Source: an optimization exercise on an open RTL-to-GDS flow (aim: small area, a short achievable clock period and few clock cycles per item). Production flows keep margins and buffers that such runs may drop.
In this exercise RTL edits were held to simulation tests only and were not proved equivalent to the original.
Power figures rest on the tool's default switching activity, not on a simulated workload.

v47:
## vec_normalize
module vec_normalize (
  input  logic               clk,
  input  logic               rst,
  input  logic               in_valid,
  output logic               in_ready,
  input  logic signed [27:0] real_1,
  input  logic signed [27:0] imag_1,
  input  logic signed [27:0] real_2,
  input  logic signed [27:0] imag_2,
  input  logic signed [55:0] norm_in,
  output logic               out_valid,
  input  logic               out_ready,
  output logic signed [27:0] q_real_1,
  output logic signed [27:0] q_imag_1,
  output logic signed [27:0] q_real_2,
  output logic signed [27:0] q_imag_2,
  output logic               div_zero,
  output logic               sat
);
  function automatic logic [56:0] bk_add(input logic [55:0] a, input logic [55:0] b, input logic ci);
    logic [56:0] g, p;
    logic [55:0] s;
    g = {a & b, ci};
    p = {a ^ b, 1'b0};
    for (int l = 0; l < 6; l++)
  ...
For scale: about 3900 cells after synthesis, roughly 290 I/O pins.
export LEC_CHECK = 0
export CAP_MARGIN = 20
export CORE_MARGIN = 2
export CORE_UTILIZATION = 40
export SLEW_MARGIN = 20
create_clock -name core_clock -period 11.0 [get_ports {clk}]
standard.sh (not shown) runs the stock make flow with config.mk's settings and CLKGATE_MAP_FILE= SYNTH_SCRIPT=/design/flow/synth_recipe.tcl, a recipe that flattens the netlist after the stock synthesis.
==> flow/flow/run.sh <==
#!/bin/bash
# The standard flow, with its timing repair aimed at a period well below the
# clock's and plain buffers on the ports; make's output goes to standard.log,
# each ORFS step's to its own log under orfs/logs.
bash standard.sh SETUP_SLACK_MARGIN=7.5 TNS_END_PERCENT=100 CORE_UTILIZATION=55 \
  "BUFFER_PORTS_ARGS=-buffer_cell sky130_fd_sc_hd__buf_2" finish > standard.log 2>&1
v47: PASS, flow complete, no timing, DRC or antenna violations
Testbench counts of v47, summed over its fixed seeds: cycles 9,352, items 512.
Modified inputs, v16 compared to v47
==> flow/flow/run.sh <==
#!/bin/bash
# The standard flow, with its timing repair aimed at a period well below the
# clock's and plain buffers on the ports; make's output goes to standard.log,
# each ORFS step's to its own log under orfs/logs.
bash standard.sh SETUP_SLACK_MARGIN=7.5 TNS_END_PERCENT=100 CORE_UTILIZATION=40 \
  "BUFFER_PORTS_ARGS=-buffer_cell sky130_fd_sc_hd__buf_2" finish > standard.log 2>&1
- On highest attainable clock frequency, v47 tracks v16 almost exactly.
- v47 → v16: switching share of power now sits lower; final area now sits higher.
- Going from v47 to v16, area used by multi-input combinational logic went down; number of ordinary and repair buffers in the finished layout went down.
- Going from v47 to v16, clock skew shrank by 0.046 ns, largest net degree at the start of global routing rose by 5, per-cell via count in the routed design decreased by 9.4% relative to the old numbers, number of tap instances rose by 312, sequential share of layout area went down 0.38 points.
- v16 vs v47: die height up by more than 10%
#### Input delta (v21 over v16)
==> flow/flow/run.sh <==
#!/bin/bash
# The standard flow, with its timing repair aimed at a period well below the
# clock's and plain buffers on the ports; make's output goes to standard.log,
# each ORFS step's to its own log under orfs/logs.
bash standard.sh SETUP_SLACK_MARGIN=7.5 TNS_END_PERCENT=100 CORE_UTILIZATION=40 CTS_CLUSTER_SIZE=30 CTS_CLUSTER_DIAMETER=60 \
  "BUFFER_PORTS_ARGS=-buffer_cell sky130_fd_sc_hd__buf_2" finish > standard.log 2>&1
==> comparison <==
Final setup slack of the worst path ends up higher on v16.
Against v16, post-layout total power in v21 fell by a few percent.
Total clock buffers created by CTS shrinks by more than a quarter when moving from v16 to v21.
Taking v16 as the reference, in v21 maximum clock rate went down about 0.35%, area of all placed cells without fillers fell 910 um2.

## juniper
vec_normalize, a different RTL version from the one above (not shown whole).
Size: roughly 3900 cells after synthesis, ~560 flip-flops, about 290 I/O pins.
==> flow/config.mk <==
export PLATFORM = sky130hd
export DESIGN_NAME = vec_normalize
export DESIGN_NICKNAME = vec_normalize
export VERILOG_FILES = /design/flow/design.v
export SDC_FILE = /design/flow/constraint.sdc
export NUM_CORES = 4
export LEC_CHECK = 0
export CAP_MARGIN = 20
export CORE_MARGIN = 2
export CORE_UTILIZATION = 40
export SLEW_MARGIN = 20
==> flow/constraint.sdc <==
create_clock -name core_clock -period 11.0 [get_ports {clk}]
set_input_delay 2.2000 -clock core_clock [delete_from_list [all_inputs] [get_ports {clk}]]
set_output_delay 2.2000 -clock core_clock [all_outputs]
set_load 0.01 [all_outputs]
==> flow/flow/run.sh <==
#!/bin/bash
# The standard flow, with its timing repair aimed at a period well below the
# clock's and plain buffers on the ports; make's output goes to standard.log,
# each ORFS step's to its own log under orfs/logs.
bash standard.sh SETUP_SLACK_MARGIN=8.0 TNS_END_PERCENT=0 CORE_UTILIZATION=40 CTS_CLUSTER_SIZE=30 CTS_CLUSTER_DIAMETER=60 \
  "BUFFER_PORTS_ARGS=-buffer_cell sky130_fd_sc_hd__buf_2" finish > standard.log 2>&1
Testbench counts of juniper, summed over its fixed seeds: cycles 9,352, items 512.
[inputs] onyx vs juniper
==> flow/flow/run.sh <==
#!/bin/bash
# The standard flow, with its timing repair aimed at a period well below the
# clock's and plain buffers on the ports; make's output goes to standard.log,
# each ORFS step's to its own log under orfs/logs.
bash standard.sh SETUP_SLACK_MARGIN=7.5 TNS_END_PERCENT=0 CORE_UTILIZATION=40 CTS_CLUSTER_SIZE=30 CTS_CLUSTER_DIAMETER=60 \
  "BUFFER_PORTS_ARGS=-buffer_cell sky130_fd_sc_hd__buf_2" finish > standard.log 2>&1
### Flow results
- Diff onyx..juniper | core area | unchanged
- The worst setup path startpoint comes out nmsb[2] in one run and nrm[65] in the other, namely in onyx and juniper respectively.
- Compare onyx and juniper | non-clock buffer count higher: juniper
- On final standard cell area without fillers: between onyx and juniper, it ends up higher for juniper.
- Sort onyx and juniper by count of antenna diodes in the layout, descending, and juniper comes first.
Inputs modified between onyx and raven:
==> flow/flow/run.sh <==
#!/bin/bash
# The standard flow, with its timing repair aimed at a period well below the
# clock's and plain buffers on the ports; make's output goes to standard.log,
# each ORFS step's to its own log under orfs/logs.
bash standard.sh SETUP_SLACK_MARGIN=7.5 TNS_END_PERCENT=100 CORE_UTILIZATION=40 CTS_CLUSTER_SIZE=30 CTS_CLUSTER_DIAMETER=60 \
  "BUFFER_PORTS_ARGS=-buffer_cell sky130_fd_sc_hd__buf_2" finish > standard.log 2>&1
### Flow results
Changes observed in raven relative to onyx: net count reported at finish now larger; global-route wire length before repair has increased; power shows an increase of about 2.7%.
Note that the non-clock buffer count recorded for onyx amounts to 0.889 times the value seen in raven.
The critical path depth number comes out higher for onyx vs raven.
Global-route usage was higher in raven than in onyx.
In raven the transition time at the pin with the least slew margin turned out 0.0061 ns higher than in onyx.
raven: cell area power density is about 0.6% lower than what onyx reported.
Compared with onyx, raven ends up with more cell area.
The detailed-routed wire length on met2 number comes out higher for raven vs onyx.

## port drivers added, routing unchanged
How much do the figures lean on ideal ports? The routed layouts below were timed once more, with nothing changed but the port constraints.
Step 1: set_driving_cell puts a clkbuf_16 on clk and a buf_2 on each other input, an assumption about the parent block.
Step 2 moves the port delays by t, midway between the first and last clock arrival at a register: inputs arrive t later, outputs are due t later. That takes back most of the time a late clock gives input paths.
a / b / c = no drivers / after step 1 / after step 2; a / b = the first two.
| run | t, ns | setup WS [ns] | latest minus earliest clock arrival (ns) | slew at the worst register clock pin (ns) |
|---|---|---|---|---|
| v47 | 0.704 | 7.431 / 7.361 / 6.864 | 0.067 / 0.066 | 0.07 / 0.07 |
| v16 | 0.692 | 7.436 / 7.370 / 6.791 | 0.021 / 0.021 | 0.07 / 0.07 |
| v21 | 0.660 | 7.423 / 7.390 / 6.774 | 0.037 / 0.038 | 0.10 / 0.10 |
| juniper | 0.705 | 7.422 / 7.401 / 6.849 | 0.051 / 0.050 | 0.10 / 0.10 |
| onyx | 0.692 | 7.375 / 7.375 / 6.855 | 0.042 / 0.042 | 0.11 / 0.11 |
| raven | 0.695 | 7.447 / 7.380 / 6.896 | 0.030 / 0.030 | 0.08 / 0.08 |
After both steps every run listed still meets setup and hold. For v21, which loses most, drivers alone change the setup slack by -0.033 ns; drivers and shift together by -0.649 ns.
